Context: an optimization exercise on an open-source flow, tuned for small area, a short achievable clock period and few clock cycles per item. The choices shown serve that exercise and are no tape-out recipe.
Only simulation tests tie the RTL to the original design; equivalence was not proved.
Power is estimated from default activity; no workload was simulated.

## flow/design.v (module list and top-level ports; edited modules follow where they fit)
// module int_reg_file: 35 lines
// module operand_bypass: 28 lines
// module iter_multiplier: 751 lines
// module exec_pipe: 42 lines
// module issue_ctrl: 112 lines
// module int_backend: 119 lines
module int_backend (
  input  logic             clk_i,
  input  logic             rst_ni,
  input  logic             fetch_valid_i,
  output logic             fetch_ready_o,
  input  logic [32-1:0] fetch_pc_i,
  input  logic [2:0]       fetch_op_i,
  input  logic [4:0]       fetch_rd_i,
  input  logic [4:0]       fetch_rs1_i,
  input  logic [4:0]       fetch_rs2_i,
  input  logic [32-1:0] fetch_imm_i,
  input  logic             fetch_redirected_i,
  output logic             redirect_valid_o,
  output logic [32-1:0] redirect_pc_o,
  output logic             commit_valid_o,
  output logic [32-1:0] commit_pc_o,
  output logic [4:0]       commit_rd_o,
  output logic [32-1:0] commit_data_o
);
  // ...
==> flow/run.sh <==
#!/bin/bash
# synth_recipe.tcl (not shown) runs the flow's synth.tcl, then flattens the netlist and writes it again
# the make line also repeats each setting of config.mk as NAME=value (left out here)
make -C /OpenROAD-flow-scripts/flow DESIGN_CONFIG=/design/flow/config.mk WORK_HOME=/design/flow/orfs CLKGATE_MAP_FILE= SYNTH_SCRIPT=/design/flow/synth_recipe.tcl finish
==> flow/config.mk <==
export PLATFORM = sky130hd
export DESIGN_NAME = int_backend
export DESIGN_NICKNAME = int_backend
export VERILOG_FILES = /design/flow/design.v
export SDC_FILE = /design/flow/constraint.sdc
export NUM_CORES = 4
export LEC_CHECK = 0
export CAP_MARGIN = 20
export CORE_MARGIN = 2
export CORE_UTILIZATION = 40
export SLEW_MARGIN = 20
==> flow/constraint.sdc <==
create_clock -name core_clock -period 15.5 [get_ports {clk_i}]
set_input_delay 3.1000 -clock core_clock [delete_from_list [all_inputs] [get_ports {clk_i}]]
set_output_delay 3.1000 -clock core_clock [all_outputs]
set_load 0.01 [all_outputs]
==> summary.txt, run 1 <==
Outcome - finished clean
Hold Path Depth - 0
Placed inst area - 0.0910 mm²
Post-synthesis compound-gate area fraction - 11.3%
Most used DFF post-synth - edfxtp_1
# Taps - 2838
Commonest non-fill, non-tap cells in the layout - 1212 x edfxtp_1, 602 x mux4_2, 451 x nand2_1
R2r worst-path depth - 17
Post-Synth Simple-Gate Area - 5.99%
Global-route wire length before repair - 415000 µm
Critical Path Max Stage Delay - 0.83 ns
HP Start - issue_ctrl_inst.de_imm_q[23]
Reg2reg start - issue_ctrl_inst.ex_op_q[0]
# nets final - 7189
Critical Path End - int_reg_file_inst.regs_q[284]
Number of antenna repair diodes - 2
Ys Warns - 6
Seq area share - 43.1%
Hold Fails Final Rpt - 0
DR WL/cell - 30.1 µm
Via count - 60100
Mux share of post-synthesis cell area - 17.9%
Non-clock buffer share - 3.47%
Skew-Pair Late Insertion Delay - 0.82 ns
Final WL - 290000 µm
Total GRT Usage - 26.2%
Max cap viols - 0
Worst rel slew slack - 27.9%
Top power group - combinational logic
CTS tree - done
Area occupied by multi-input gates - 0.0416 mm²
Worst path arrival time - 7.50 ns
Clk power - 3.62 mW
Cell with the most instances after synthesis - edfxtp_1
P_sw - 6.84 mW
Largest net degree at the start of global routing - 172
Worst Clk Skew - 0.0529 ns
Worst Hold Path EP - issue_ctrl_inst.ex_imm_q[23]
Final Wtd Congestion - 0.962
CP Depth - 17
Clk tree area frac - 5.09%
Sequential cell count - 1443
Max reg flops - 992
Die Y-Extent - 468 µm
FF-to-FF setup slack - 8.35 ns
Testbench counts, summed over its fixed seeds: cycles 14,108, instrs 12,000.
==> module operand_bypass, before the edit <==
module operand_bypass (
  input  logic             clk_i,
  input  logic             hold_i,
  input  logic [4:0]       de_rs1_i,
  input  logic [4:0]       de_rs2_i,
  input  logic [32-1:0] rf_rs1_i,
  input  logic [32-1:0] rf_rs2_i,
  input  logic             wr_valid_i,
  input  logic [4:0]       wr_rd_i,
  input  logic [32-1:0] wr_data_i,
  output logic [32-1:0] rs1_o,
  output logic [32-1:0] rs2_o
);
  logic             fwd_rs1;
  logic             fwd_rs2;
  logic [32-1:0] rs1_q;
  logic [32-1:0] rs2_q;
  assign fwd_rs1 = wr_valid_i && wr_rd_i == de_rs1_i && de_rs1_i != 5'd0;
  assign fwd_rs2 = wr_valid_i && wr_rd_i == de_rs2_i && de_rs2_i != 5'd0;
  always_ff @(posedge clk_i) begin
    if (!hold_i) begin
      rs1_q <= fwd_rs1 ? wr_data_i : rf_rs1_i;
      rs2_q <= fwd_rs2 ? wr_data_i : rf_rs2_i;
    end
  end
  assign rs1_o = rs1_q;
  assign rs2_o = rs2_q;
endmodule
==> module exec_pipe, before the edit <==
module exec_pipe (
  input  logic [32-1:0] pc_i,
  input  logic [2:0]       op_i,
  input  logic [32-1:0] imm_i,
  input  logic [32-1:0] rs1_i,
  input  logic [32-1:0] rs2_i,
  input  logic [32-1:0] mul_i,
  output logic [32-1:0] result_o,
  output logic [32-1:0] next_pc_o
);
  logic [32-1:0] operand_b;
  logic [32-1:0] link_pc;
  logic [32-1:0] target_pc;
  logic             taken;
  logic             sub;
  logic [32-1:0] csa_y;
  logic [32-1:0] csa_z;
  logic [32-1:0] csa_s;
  logic [32-1:0] csa_c;
  logic [32:0]   sum;
  assign operand_b = rs2_i + imm_i;
  assign link_pc   = pc_i + 32'd4;
  assign target_pc = pc_i + imm_i;
  assign taken     = op_i == 3'd7 || (op_i == 3'd6 && rs1_i == rs2_i);
  assign next_pc_o = taken ? target_pc : link_pc;
  assign sub   = op_i == 3'd1;
  assign csa_y = sub ? ~rs2_i : rs2_i;
  assign csa_z = sub ? ~imm_i : imm_i;
  assign csa_s = rs1_i ^ csa_y ^ csa_z;
  assign csa_c = (rs1_i & csa_y) | (rs1_i & csa_z) | (csa_y & csa_z);
  assign sum   = {csa_s, sub} + {csa_c[32-2:0], sub, sub};
  always_comb begin
    case (op_i)
      3'd0, 3'd1: result_o = sum[32:1];
      3'd2: result_o = rs1_i & operand_b;
      3'd3:  result_o = rs1_i | operand_b;
      3'd4: result_o = rs1_i ^ operand_b;
      3'd5: result_o = mul_i;
      default: result_o = link_pc;
    endcase
  end
endmodule
==> module issue_ctrl, before the edit <==
module issue_ctrl (
  input  logic             clk_i,
  input  logic             rst_ni,
  input  logic             fetch_valid_i,
  output logic             fetch_ready_o,
  input  logic [32-1:0] fetch_pc_i,
  input  logic [2:0]       fetch_op_i,
  input  logic [4:0]       fetch_rd_i,
  input  logic [4:0]       fetch_rs1_i,
  input  logic [4:0]       fetch_rs2_i,
  input  logic [32-1:0] fetch_imm_i,
  input  logic             fetch_redirected_i,
  input  logic [32-1:0] next_pc_i,
  output logic [4:0]       de_rs1_o,
  output logic [4:0]       de_rs2_o,
  output logic             hold_o,
  output logic [32-1:0] ex_pc_o,
  output logic [2:0]       ex_op_o,
  output logic [4:0]       ex_rd_o,
  output logic [32-1:0] ex_imm_o,
  output logic             done_o,
  output logic             redirect_valid_o,
  output logic [32-1:0] redirect_pc_o
);
  logic             de_valid_q;
  logic [32-1:0] de_pc_q;
  logic [2:0]       de_op_q;
  logic [4:0]       de_rd_q;
  logic [4:0]       de_rs1_q;
  logic [4:0]       de_rs2_q;
  logic [32-1:0] de_imm_q;
  logic             de_redirected_q;
  logic             ex_valid_q;
  logic [32-1:0] ex_pc_q;
  logic [2:0]       ex_op_q;
  logic [4:0]       ex_rd_q;
  logic [32-1:0] ex_imm_q;
  logic             ex_redirected_q;
  logic             normal_q;
  logic [32-1:0] expected_pc_q;
  logic             hold_q;
  logic             ready_q;
  logic             redirect_q;
  logic             accept;
  logic             de_valid_d;
  logic             hold_d;
  logic             act;
  logic             pc_match;
  logic             run;
  logic             redirect;
  assign accept = fetch_valid_i && ready_q;
  assign hold_d = !hold_q && de_valid_q && de_op_q == 3'd5;
  assign de_valid_d = accept || (hold_q && de_valid_q);
  assign fetch_ready_o = ready_q;
  assign act      = ex_valid_q && !hold_q;
  assign pc_match = ex_pc_q == expected_pc_q;
  assign run      = normal_q ? pc_match : ex_redirected_q;
  assign redirect = act && normal_q && !pc_match;
  assign done_o   = act && run;
  always_ff @(posedge clk_i or negedge rst_ni) begin
    if (!rst_ni) begin
      de_valid_q    <= 1'b0;
      ex_valid_q    <= 1'b0;
      normal_q      <= 1'b0;
      expected_pc_q <= 32'h0000_0000;
      hold_q        <= 1'b0;
      ready_q       <= 1'b1;
      redirect_q    <= 1'b0;
    end else begin
      de_valid_q <= de_valid_d;
      if (!hold_q) begin
        ex_valid_q <= de_valid_q;
      end
      if (done_o) begin
        normal_q      <= 1'b1;
        expected_pc_q <= next_pc_i;
      end else if (redirect) begin
        normal_q <= 1'b0;
      end
      hold_q     <= hold_d;
      ready_q    <= !(de_valid_d && hold_d);
      redirect_q <= redirect;
    end
  end
  always_ff @(posedge clk_i) begin
    if (accept) begin
      de_pc_q         <= fetch_pc_i;
      de_op_q         <= fetch_op_i;
      de_rd_q         <= fetch_rd_i;
      de_rs1_q        <= fetch_rs1_i;
      de_rs2_q        <= fetch_rs2_i;
      de_imm_q        <= fetch_imm_i;
      de_redirected_q <= fetch_redirected_i;
    end
    if (!hold_q) begin
      ex_pc_q         <= de_pc_q;
      ex_op_q         <= de_op_q;
      ex_rd_q         <= (de_op_q == 3'd6) ? 5'd0 : de_rd_q;
      ex_imm_q        <= de_imm_q;
      ex_redirected_q <= de_redirected_q;
    end
  end
  assign de_rs1_o = de_rs1_q;
  assign de_rs2_o = de_rs2_q;
  assign hold_o   = hold_q;
  assign ex_pc_o  = ex_pc_q;
  assign ex_op_o  = ex_op_q;
  assign ex_rd_o  = ex_rd_q;
  assign ex_imm_o = ex_imm_q;
  assign redirect_valid_o = redirect_q;
  assign redirect_pc_o    = expected_pc_q;
endmodule
==> module int_backend, before the edit <==
module int_backend (
  input  logic             clk_i,
  input  logic             rst_ni,
  input  logic             fetch_valid_i,
  output logic             fetch_ready_o,
  input  logic [32-1:0] fetch_pc_i,
  input  logic [2:0]       fetch_op_i,
  input  logic [4:0]       fetch_rd_i,
  input  logic [4:0]       fetch_rs1_i,
  input  logic [4:0]       fetch_rs2_i,
  input  logic [32-1:0] fetch_imm_i,
  input  logic             fetch_redirected_i,
  output logic             redirect_valid_o,
  output logic [32-1:0] redirect_pc_o,
  output logic             commit_valid_o,
  output logic [32-1:0] commit_pc_o,
  output logic [4:0]       commit_rd_o,
  output logic [32-1:0] commit_data_o
);
  logic [4:0]       de_rs1;
  logic [4:0]       de_rs2;
  logic             hold;
  logic [32-1:0] ex_pc;
  logic [2:0]       ex_op;
  logic [4:0]       ex_rd;
  logic [32-1:0] ex_imm;
  logic [32-1:0] rf_rs1;
  logic [32-1:0] rf_rs2;
  logic [32-1:0] rs1;
  logic [32-1:0] rs2;
  logic [32-1:0] mul_data;
  logic [32-1:0] result;
  logic [32-1:0] next_pc;
  logic             done;
  logic             commit_valid_q;
  logic [32-1:0] commit_pc_q;
  logic [4:0]       commit_rd_q;
  logic [32-1:0] commit_data_q;
  issue_ctrl issue_ctrl_inst (
    .clk_i              (clk_i),
    .rst_ni             (rst_ni),
    .fetch_valid_i      (fetch_valid_i),
    .fetch_ready_o      (fetch_ready_o),
    .fetch_pc_i         (fetch_pc_i),
    .fetch_op_i         (fetch_op_i),
    .fetch_rd_i         (fetch_rd_i),
    .fetch_rs1_i        (fetch_rs1_i),
    .fetch_rs2_i        (fetch_rs2_i),
    .fetch_imm_i        (fetch_imm_i),
    .fetch_redirected_i (fetch_redirected_i),
    .next_pc_i          (next_pc),
    .de_rs1_o           (de_rs1),
    .de_rs2_o           (de_rs2),
    .hold_o             (hold),
    .ex_pc_o            (ex_pc),
    .ex_op_o            (ex_op),
    .ex_rd_o            (ex_rd),
    .ex_imm_o           (ex_imm),
    .done_o             (done),
    .redirect_valid_o   (redirect_valid_o),
    .redirect_pc_o      (redirect_pc_o)
  );
  int_reg_file int_reg_file_inst (
    .clk_i      (clk_i),
    .rst_ni     (rst_ni),
    .raddr_a_i  (de_rs1),
    .raddr_b_i  (de_rs2),
    .rdata_a_o  (rf_rs1),
    .rdata_b_o  (rf_rs2),
    .wr_valid_i (done),
    .wr_rd_i    (ex_rd),
    .wr_data_i  (result)
  );
  operand_bypass operand_bypass_inst (
    .clk_i      (clk_i),
    .hold_i     (hold),
    .de_rs1_i   (de_rs1),
    .de_rs2_i   (de_rs2),
    .rf_rs1_i   (rf_rs1),
    .rf_rs2_i   (rf_rs2),
    .wr_valid_i (done),
    .wr_rd_i    (ex_rd),
    .wr_data_i  (result),
    .rs1_o      (rs1),
    .rs2_o      (rs2)
  );
  iter_multiplier iter_multiplier_inst (
    .clk_i       (clk_i),
    .operand_a_i (rs1),
    .operand_b_i (rs2),
    .product_o   (mul_data)
  );
  exec_pipe exec_pipe_inst (
    .pc_i      (ex_pc),
    .op_i      (ex_op),
    .imm_i     (ex_imm),
    .rs1_i     (rs1),
    .rs2_i     (rs2),
    .mul_i     (mul_data),
    .result_o  (result),
    .next_pc_o (next_pc)
  );
  always_ff @(posedge clk_i or negedge rst_ni) begin
    if (!rst_ni) begin
      commit_valid_q <= 1'b0;
    end else begin
      commit_valid_q <= done;
    end
  end
  always_ff @(posedge clk_i) begin
    commit_pc_q   <= ex_pc;
    commit_rd_q   <= ex_rd;
    commit_data_q <= result;
  end
  assign commit_valid_o = commit_valid_q;
  assign commit_pc_o    = commit_pc_q;
  assign commit_rd_o    = commit_rd_q;
  assign commit_data_o  = commit_data_q;
endmodule
==> run 2, diff against run 1 <==
--- a/flow/design.v
+++ b/flow/design.v
@@ -37,28 +37,30 @@
 `timescale 1ns/1ps
 module operand_bypass (
   input  logic             clk_i,
-  input  logic             hold_i,
   input  logic [4:0]       de_rs1_i,
   input  logic [4:0]       de_rs2_i,
   input  logic [32-1:0] rf_rs1_i,
   input  logic [32-1:0] rf_rs2_i,
-  input  logic             wr_valid_i,
-  input  logic [4:0]       wr_rd_i,
-  input  logic [32-1:0] wr_data_i,
+  input  logic             ex1_done_i,
+  input  logic [4:0]       ex1_rd_i,
+  input  logic [32-1:0] ex1_data_i,
+  input  logic             ex2_done_i,
+  input  logic [4:0]       ex2_rd_i,
+  input  logic [32-1:0] ex2_data_i,
   output logic [32-1:0] rs1_o,
   output logic [32-1:0] rs2_o
 );
-  logic             fwd_rs1;
-  logic             fwd_rs2;
+  logic             ex1_rs1, ex1_rs2;
+  logic             ex2_rs1, ex2_rs2;
   logic [32-1:0] rs1_q;
   logic [32-1:0] rs2_q;
-  assign fwd_rs1 = wr_valid_i && wr_rd_i == de_rs1_i && de_rs1_i != 5'd0;
-  assign fwd_rs2 = wr_valid_i && wr_rd_i == de_rs2_i && de_rs2_i != 5'd0;
+  assign ex1_rs1 = ex1_done_i && ex1_rd_i == de_rs1_i && de_rs1_i != 5'd0;
+  assign ex1_rs2 = ex1_done_i && ex1_rd_i == de_rs2_i && de_rs2_i != 5'd0;
+  assign ex2_rs1 = ex2_done_i && ex2_rd_i == de_rs1_i && de_rs1_i != 5'd0;
+  assign ex2_rs2 = ex2_done_i && ex2_rd_i == de_rs2_i && de_rs2_i != 5'd0;
   always_ff @(posedge clk_i) begin
-    if (!hold_i) begin
-      rs1_q <= fwd_rs1 ? wr_data_i : rf_rs1_i;
-      rs2_q <= fwd_rs2 ? wr_data_i : rf_rs2_i;
-    end
+    rs1_q <= ex1_rs1 ? ex1_data_i : ex2_rs1 ? ex2_data_i : rf_rs1_i;
+    rs2_q <= ex1_rs2 ? ex1_data_i : ex2_rs2 ? ex2_data_i : rf_rs2_i;
   end
   assign rs1_o = rs1_q;
   assign rs2_o = rs2_q;
@@ -822,7 +824,6 @@
   input  logic [32-1:0] imm_i,
   input  logic [32-1:0] rs1_i,
   input  logic [32-1:0] rs2_i,
-  input  logic [32-1:0] mul_i,
   output logic [32-1:0] result_o,
   output logic [32-1:0] next_pc_o
 );
@@ -853,7 +854,6 @@
       3'd2: result_o = rs1_i & operand_b;
       3'd3:  result_o = rs1_i | operand_b;
       3'd4: result_o = rs1_i ^ operand_b;
-      3'd5: result_o = mul_i;
       default: result_o = link_pc;
     endcase
   end
@@ -874,12 +874,12 @@
   input  logic [32-1:0] next_pc_i,
   output logic [4:0]       de_rs1_o,
   output logic [4:0]       de_rs2_o,
-  output logic             hold_o,
-  output logic [32-1:0] ex_pc_o,
-  output logic [2:0]       ex_op_o,
-  output logic [4:0]       ex_rd_o,
-  output logic [32-1:0] ex_imm_o,
-  output logic             done_o,
+  output logic             stall_o,
+  output logic [32-1:0] ex1_pc_o,
+  output logic [2:0]       ex1_op_o,
+  output logic [4:0]       ex1_rd_o,
+  output logic [32-1:0] ex1_imm_o,
+  output logic             ex1_done_o,
   output logic             redirect_valid_o,
   output logic [32-1:0] redirect_pc_o
 );
@@ -891,55 +891,49 @@
   logic [4:0]       de_rs2_q;
   logic [32-1:0] de_imm_q;
   logic             de_redirected_q;
-  logic             ex_valid_q;
-  logic [32-1:0] ex_pc_q;
-  logic [2:0]       ex_op_q;
-  logic [4:0]       ex_rd_q;
-  logic [32-1:0] ex_imm_q;
-  logic             ex_redirected_q;
+  logic             ex1_valid_q;
+  logic [32-1:0] ex1_pc_q;
+  logic [2:0]       ex1_op_q;
+  logic [4:0]       ex1_rd_q;
+  logic [32-1:0] ex1_imm_q;
+  logic             ex1_redirected_q;
   logic             normal_q;
   logic [32-1:0] expected_pc_q;
-  logic             hold_q;
-  logic             ready_q;
+  logic             stall_q;
   logic             redirect_q;
   logic             accept;
-  logic             de_valid_d;
-  logic             hold_d;
-  logic             act;
+  logic             de_mul_rd;
+  logic             stall_d;
   logic             pc_match;
   logic             run;
   logic             redirect;
-  assign accept = fetch_valid_i && ready_q;
-  assign hold_d = !hold_q && de_valid_q && de_op_q == 3'd5;
-  assign de_valid_d = accept || (hold_q && de_valid_q);
-  assign fetch_ready_o = ready_q;
-  assign act      = ex_valid_q && !hold_q;
-  assign pc_match = ex_pc_q == expected_pc_q;
-  assign run      = normal_q ? pc_match : ex_redirected_q;
-  assign redirect = act && normal_q && !pc_match;
-  assign done_o   = act && run;
+  assign accept        = fetch_valid_i && !stall_q;
+  assign fetch_ready_o = !stall_q;
+  assign de_mul_rd     = de_valid_q && de_op_q == 3'd5 && de_rd_q != 5'd0;
+  assign stall_d       = !stall_q && accept && de_mul_rd &&
+                         (de_rd_q == fetch_rs1_i || de_rd_q == fetch_rs2_i);
+  assign pc_match   = ex1_pc_q == expected_pc_q;
+  assign run        = normal_q ? pc_match : ex1_redirected_q;
+  assign redirect   = ex1_valid_q && normal_q && !pc_match;
+  assign ex1_done_o = ex1_valid_q && run;
   always_ff @(posedge clk_i or negedge rst_ni) begin
     if (!rst_ni) begin
       de_valid_q    <= 1'b0;
-      ex_valid_q    <= 1'b0;
+      ex1_valid_q   <= 1'b0;
       normal_q      <= 1'b0;
       expected_pc_q <= 32'h0000_0000;
-      hold_q        <= 1'b0;
-      ready_q       <= 1'b1;
+      stall_q       <= 1'b0;
       redirect_q    <= 1'b0;
     end else begin
-      de_valid_q <= de_valid_d;
-      if (!hold_q) begin
-        ex_valid_q <= de_valid_q;
-      end
-      if (done_o) begin
+      de_valid_q  <= accept || (stall_q && de_valid_q);
+      ex1_valid_q <= de_valid_q && !stall_q;
+      if (ex1_done_o) begin
         normal_q      <= 1'b1;
         expected_pc_q <= next_pc_i;
       end else if (redirect) begin
         normal_q <= 1'b0;
       end
-      hold_q     <= hold_d;
-      ready_q    <= !(de_valid_d && hold_d);
+      stall_q    <= stall_d;
       redirect_q <= redirect;
     end
   end
@@ -953,21 +947,19 @@
       de_imm_q        <= fetch_imm_i;
       de_redirected_q <= fetch_redirected_i;
     end
-    if (!hold_q) begin
-      ex_pc_q         <= de_pc_q;
-      ex_op_q         <= de_op_q;
-      ex_rd_q         <= (de_op_q == 3'd6) ? 5'd0 : de_rd_q;
-      ex_imm_q        <= de_imm_q;
-      ex_redirected_q <= de_redirected_q;
-    end
+    ex1_pc_q         <= de_pc_q;
+    ex1_op_q         <= de_op_q;
+    ex1_rd_q         <= (de_op_q == 3'd6) ? 5'd0 : de_rd_q;
+    ex1_imm_q        <= de_imm_q;
+    ex1_redirected_q <= de_redirected_q;
   end
-  assign de_rs1_o = de_rs1_q;
-  assign de_rs2_o = de_rs2_q;
-  assign hold_o   = hold_q;
-  assign ex_pc_o  = ex_pc_q;
-  assign ex_op_o  = ex_op_q;
-  assign ex_rd_o  = ex_rd_q;
-  assign ex_imm_o = ex_imm_q;
+  assign de_rs1_o  = de_rs1_q;
+  assign de_rs2_o  = de_rs2_q;
+  assign stall_o   = stall_q;
+  assign ex1_pc_o  = ex1_pc_q;
+  assign ex1_op_o  = ex1_op_q;
+  assign ex1_rd_o  = ex1_rd_q;
+  assign ex1_imm_o = ex1_imm_q;
   assign redirect_valid_o = redirect_q;
   assign redirect_pc_o    = expected_pc_q;
 endmodule
@@ -993,19 +985,25 @@
 );
   logic [4:0]       de_rs1;
   logic [4:0]       de_rs2;
-  logic             hold;
-  logic [32-1:0] ex_pc;
-  logic [2:0]       ex_op;
-  logic [4:0]       ex_rd;
-  logic [32-1:0] ex_imm;
+  logic             stall;
+  logic [32-1:0] ex1_pc;
+  logic [2:0]       ex1_op;
+  logic [4:0]       ex1_rd;
+  logic [32-1:0] ex1_imm;
+  logic             ex1_done;
   logic [32-1:0] rf_rs1;
   logic [32-1:0] rf_rs2;
   logic [32-1:0] rs1;
   logic [32-1:0] rs2;
-  logic [32-1:0] mul_data;
-  logic [32-1:0] result;
+  logic [32-1:0] alu_result;
   logic [32-1:0] next_pc;
-  logic             done;
+  logic [32-1:0] mul_data;
+  logic             ex2_done_q;
+  logic             ex2_mul_q;
+  logic [4:0]       ex2_rd_q;
+  logic [32-1:0] ex2_pc_q;
+  logic [32-1:0] ex2_data_q;
+  logic [32-1:0] ex2_result;
   logic             commit_valid_q;
   logic [32-1:0] commit_pc_q;
   logic [4:0]       commit_rd_q;
@@ -1025,12 +1023,12 @@
     .next_pc_i          (next_pc),
     .de_rs1_o           (de_rs1),
     .de_rs2_o           (de_rs2),
-    .hold_o             (hold),
-    .ex_pc_o            (ex_pc),
-    .ex_op_o            (ex_op),
-    .ex_rd_o            (ex_rd),
-    .ex_imm_o           (ex_imm),
-    .done_o             (done),
+    .stall_o            (stall),
+    .ex1_pc_o           (ex1_pc),
+    .ex1_op_o           (ex1_op),
+    .ex1_rd_o           (ex1_rd),
+    .ex1_imm_o          (ex1_imm),
+    .ex1_done_o         (ex1_done),
     .redirect_valid_o   (redirect_valid_o),
     .redirect_pc_o      (redirect_pc_o)
   );
@@ -1041,20 +1039,22 @@
     .raddr_b_i  (de_rs2),
     .rdata_a_o  (rf_rs1),
     .rdata_b_o  (rf_rs2),
-    .wr_valid_i (done),
-    .wr_rd_i    (ex_rd),
-    .wr_data_i  (result)
+    .wr_valid_i (ex2_done_q),
+    .wr_rd_i    (ex2_rd_q),
+    .wr_data_i  (ex2_result)
   );
   operand_bypass operand_bypass_inst (
     .clk_i      (clk_i),
-    .hold_i     (hold),
     .de_rs1_i   (de_rs1),
     .de_rs2_i   (de_rs2),
     .rf_rs1_i   (rf_rs1),
     .rf_rs2_i   (rf_rs2),
-    .wr_valid_i (done),
-    .wr_rd_i    (ex_rd),
-    .wr_data_i  (result),
+    .ex1_done_i (ex1_done),
+    .ex1_rd_i   (ex1_rd),
+    .ex1_data_i (alu_result),
+    .ex2_done_i (ex2_done_q),
+    .ex2_rd_i   (ex2_rd_q),
+    .ex2_data_i (ex2_result),
     .rs1_o      (rs1),
     .rs2_o      (rs2)
   );
@@ -1065,27 +1065,33 @@
     .product_o   (mul_data)
   );
   exec_pipe exec_pipe_inst (
-    .pc_i      (ex_pc),
-    .op_i      (ex_op),
-    .imm_i     (ex_imm),
+    .pc_i      (ex1_pc),
+    .op_i      (ex1_op),
+    .imm_i     (ex1_imm),
     .rs1_i     (rs1),
     .rs2_i     (rs2),
-    .mul_i     (mul_data),
-    .result_o  (result),
+    .result_o  (alu_result),
     .next_pc_o (next_pc)
   );
   always_ff @(posedge clk_i or negedge rst_ni) begin
     if (!rst_ni) begin
+      ex2_done_q     <= 1'b0;
       commit_valid_q <= 1'b0;
     end else begin
-      commit_valid_q <= done;
+      ex2_done_q     <= ex1_done;
+      commit_valid_q <= ex2_done_q;
     end
   end
   always_ff @(posedge clk_i) begin
-    commit_pc_q   <= ex_pc;
-    commit_rd_q   <= ex_rd;
-    commit_data_q <= result;
+    ex2_mul_q     <= ex1_op == 3'd5;
+    ex2_rd_q      <= ex1_rd;
+    ex2_pc_q      <= ex1_pc;
+    ex2_data_q    <= alu_result;
+    commit_pc_q   <= ex2_pc_q;
+    commit_rd_q   <= ex2_rd_q;
+    commit_data_q <= ex2_result;
   end
+  assign ex2_result = ex2_mul_q ? mul_data : ex2_data_q;
   assign commit_valid_o = commit_valid_q;
   assign commit_pc_o    = commit_pc_q;
   assign commit_rd_o    = commit_rd_q;
==> run 2 against run 1 <==
Against the previous run: via count is 1.3% higher; maximum frequency is 28% higher; utilization is 0.14 points higher; combinational power is 18% lower; largest cell class unchanged; largest power group unchanged.
==> summary.txt, run 2 <==
Area occupied by multi-input gates - 0.0424 mm² (was 0.0416 mm²)
Startpoint Class - flip-flop (unchanged)
PwrDens - 161 mW/mm² (was 175 mW/mm²)
Worst min path class - reg -> reg (unchanged)
Most used DFF post-synth - edfxtp_1 (unchanged)
Layout area overhead - 11.7% (was 11.5%)
Synthesized flop and latch total - 1513 (was 1443)
Req. time, crit path - 16.22 ns (was 15.84 ns)
Largest net degree at the start of global routing - 126 (was 172)
Hold Fails Final Rpt - 0 (unchanged)
Initial DRC Count - 7859 (was 7415)
Worst path cell trace - buf_4, nor2_1, and2_4, xnor2_1, fa_1, inv_1, ha_1, or3_1, o22a_1, a2111oi_4, o2111ai_1, and3_1, o31ai_1, nand2b_1, xnor2_1, o22ai_1, a2bb2oi_1 (was buf_4, inv_1, nor2_4, buf_4, xnor2_1, fa_1, inv_1, ha_1, nor4bb_4, a32o_1, o2111ai_1, a21o_1, a211oi_1, o211ai_1, and2_1, a32oi_1, inv_1)
Wl on met1 - 116000 µm (was 115000 µm)
Most common cell after layout, fill and taps aside - edfxtp_1 (unchanged)
Reg with most FFs - int_reg_file_inst.regs_q (unchanged)
Clk sinks - 1513 (was 1443)
Met3 Wirelength - 27700 µm (was 26800 µm)
Maximum root-to-sink buffer count - 3 (unchanged)
Starting Density - 40.2% (about the same)
Leakage - 34.5 nW (was 33.7 nW)
Worst path arrival time - 6.30 ns (was 7.50 ns)
Outcome - finished clean (unchanged)
Top Layer Used - met5 (unchanged)
Worst Clk Skew - 0.0683 ns (was 0.0529 ns)
Post-CTS sizing - 0 (unchanged)
Top cells by count, synth - 1075 x edfxtp_1, 592 x mux4_2, 503 x nor2_1, 426 x clkbuf_1, 420 x nand2_1 (was 1212 x edfxtp_1, 602 x mux4_2, 466 x nor2_1, 451 x nand2_1, 438 x clkbuf_1)
Critical path's most frequent cell - xnor2_1 (was inv_1)
Finished Cell Area - 0.0973 mm² (was 0.0960 mm²)
Avg Inst Size Synth - 12.5 µm² (was 12.8 µm²)
Crit path buffers/inverters - 2 (was 5)
Critical Path Max Stage Delay - 0.85 ns (was 0.83 ns)
Slew Viols, Final - 0 (unchanged)
Most area-hungry cell type in the Yosys netlist - edfxtp_1 (unchanged)
Synthesized instance count - 6965 (was 6735)
Final TNS setup - 0 ns (unchanged)
Post-CTS Setup Bufs - 0 (unchanged)
Via count - 60900 (was 60100)
Final cell count without fillers - 9866 (was 9624)
Fmax - 0.179 GHz (was 0.140 GHz)
Port Buffers - 189 (unchanged)
Crit path max-delay family - simple AND/OR/NAND/NOR gates (was buffers and inverters)
Die area - 0.222 mm² (was 0.219 mm²)
Fillers - 19300 (was 19100)
# nets final - 7403 (was 7189)
Initial antenna violation count - 12 (was 6)
Num CTS Buffers - 159 (was 147)
Vias in the first global route - 58500 (was 58000)
Global-route wire length before repair - 418000 µm (was 415000 µm)
Vias per std cell - 6.17 (was 6.24)
Number of synthesized flops with an enable pin - 1075 (was 1212)
Ys Warns - 6 (unchanged)
DR WL/cell - 29.4 µm (was 30.1 µm)
Worst rel slew slack - 23.3% (was 27.9%)
Netlist Area Pre-Place - 0.0871 mm² (was 0.0861 mm²)
FF/Latch Area - 0.0415 mm² (was 0.0414 mm²)
Layout cells sized above 1 - 17.4% (was 17.3%)
Hold Buf Count CTS - 0 (unchanged)
Core area - 0.217 mm² (was 0.214 mm²)
DRC viols - 0 (unchanged)
Min Clock Period, post-route - 5.59 ns (was 7.15 ns)
Skew-Pair Late Insertion Delay - 0.82 ns (about the same)
Final setup viols - 0 (unchanged)
Syn_nets - 7493 (was 7263)
Die Y-Extent - 471 µm (was 468 µm)
Drt first pass iters - 8 (unchanged)
Final Wtd Congestion - 0.941 (was 0.962)
CP max stage cell - and2_4 (was buf_4)
# rows - 171 (was 170)
Unrepaired setup endpoints after global routing - false (unchanged)
Dominant cells by area after synthesis - edfxtp_1 37%, mux4_2 15%, dfxtp_1 8.5%, fa_1 5.1%, ha_1 3.1% (was edfxtp_1 42%, mux4_2 16%, fa_1 5.2%, dfxtp_1 3.7%, ha_1 3.2%)
CTS tree - done (unchanged)
Clk pin slew, worst setup/hold paths - 0.06 ns (was 0.07 ns)
Peak supply drop - 0.000101 V (was 0.000137 V)
Io pins - 190 (unchanged)
Post-synth top area share - 37.0% (was 42.3%)
Number of H-tree levels - 4 (unchanged)
Total GRT Usage - 25.8% (was 26.2%)
HPWL Detailed - 187000 µm (was 179000 µm)
Max reg flops - 992 (unchanged)
Register area share after synthesis - 47.5% (was 48.0%)
Placed inst area - 0.0920 mm² (was 0.0910 mm²)
Final period util - 36.0% (was 46.2%)
WHS - 0.324 ns (was 0.409 ns)
Worst slew pin tran - 1.15 ns (was 1.08 ns)
Cell with the most instances after synthesis - edfxtp_1 (unchanged)
Netlist cell types - 90 (was 80)
Critical Path End Type - flip-flop (unchanged)
Critical path class - reg -> reg (unchanged)
Fraction of registers with async set or reset after synthesis - 4.63% (was 4.85%)
Max cap viols - 0 (unchanged)
Root Buffer - clkbuf_16 (unchanged)
Overall power - 15.6 mW (was 16.8 mW)
Cells after DPL - 9567 (was 9348)
Die W - 471 µm (was 468 µm)
Routed met2 length - 134000 µm (was 135000 µm)
Commonest non-fill, non-tap cells in the layout - 1075 x edfxtp_1, 592 x mux4_2, 470 x nor2_1 (was 1212 x edfxtp_1, 602 x mux4_2, 451 x nand2_1)
Final WL - 290000 µm (about the same)
Gr ovfl total - 0 (unchanged)
Antenna Violating Nets Remaining - 0 (unchanged)
CP Max Fanout - 74 (was 67)
[run 2: cell count changes in the layout (fill, tap and decap cells not counted), moves of 36 or more]
cell | before | now
o22ai_1 | 183 | 138
o21ai_0 | 427 | 385
a21oi_1 | 333 | 374
nor2_1 | 428 | 470
edfxtp_1 | 1212 | 1075
dfxtp_1 | 161 | 344
a211oi_1 | 56 | 92
[run 2: final cells by class]
cell class / instances / area share [%]
multi-input combinational: 4495 / 43.6
sequential: 1513 / 42.6
clock buffer: 207 / 4.47
tap: 2854 / 3.67
timing repair buffer: 354 / 3.35
inverter: 352 / 1.36
clock inverter: 89 / 0.993
antenna: 2 / 0.00514
[run 2: through the flow]
step	setup WS, ns	util, %
after floorplan	10.27	-
after global placement	10.10	42.4
after detailed placement	10.04	42.4
after CTS	9.99	44.9
after global routing	9.55	44.9
final	9.91	44.9
[run 2: cell families (layout without fill, tap and decap cells)]
family | after synthesis | in the layout | synth area share [%]
flops | 1513 | 1513 | 47.5
buf+inv | 957 | 1002 | 4.18
mux | 773 | 773 | 17.5
fa+ha+maj | 508 | 508 | 9.04
compound gates | 1595 | 1595 | 11.9
simple gates | 1260 | 1260 | 6.30
xor+xnor | 359 | 359 | 3.61
other cells | 0 | 2 | 0
[run 2: per-layer routing]
| layer | GRT usage (%) | vias to the layer above |
|---|---|---|
| met2 | 40.4 | 3097 |
| met3 | 5.49 | 575 |
| met4 | 9.79 | 6 |
| li1 | - | 26100 |
| met5 | 0 | - |
| met1 | 35.1 | 31100 |
[run 2: power breakdown]
part	total, mW	switching [mW]	internal (mW)	leakage (nW)
sequential	5.46	0.369	5.09	13.7
combinational	6.30	4.00	2.30	18.2
clock	3.88	1.67	2.21	2.58
total	15.6	6.04	9.60	34.5
[run 2: worst paths after layout]
| kind | from | end | slack (ns) | depth (start not counted) |
|---|---|---|---|---|
| max in group asynchronous | rst_ni | int_reg_file_inst.written_q[16] | 12.23 | 2 |
| min in group asynchronous | rst_ni | issue_ctrl_inst.expected_pc_q[5] | 2.15 | 1 |
| worst min-delay path | ex2_pc_q[11] | commit_pc_q[11] | 0.32 | 0 |
| worst max-delay path | issue_ctrl_inst.ex1_op_q[2] | operand_bypass_inst.rs1_q[27] | 9.91 | 17 |
| worst min register to register | ex2_pc_q[11] | commit_pc_q[11] | 0.32 | 0 |
| worst max register to register | issue_ctrl_inst.ex1_op_q[2] | operand_bypass_inst.rs1_q[27] | 9.91 | 17 |
Testbench counts of run 2, summed over its fixed seeds: cycles 12,322, instrs 12,000.

-- port drivers added, routing unchanged --
In the flow no input, the clock included, has a driving cell. The finished layouts below were timed again as built, in two steps.
Step 1 assumes that a clkbuf_16 drives the clock port and a buf_2 every other input.
Step 2 adds t to the input delays and takes it off the output delays; t is the mean of the earliest and latest rising clock arrival at the registers after step 1. Input paths then give back, and output paths get back, about the clock's delay inside the block.
Slacks: ideal / step 1 / step 2; pairs: ideal / step 1.
run	t, ns	setup WS [ns]	latest minus earliest clock arrival (ns)	worst data-port slew with drivers (ns)
run 1	0.887	8.346 / 8.346 / 8.346	0.054 / 0.054	0.08
run 2	0.879	9.914 / 9.914 / 9.914	0.074 / 0.074	0.08
After both steps setup and hold are still met in every run listed.
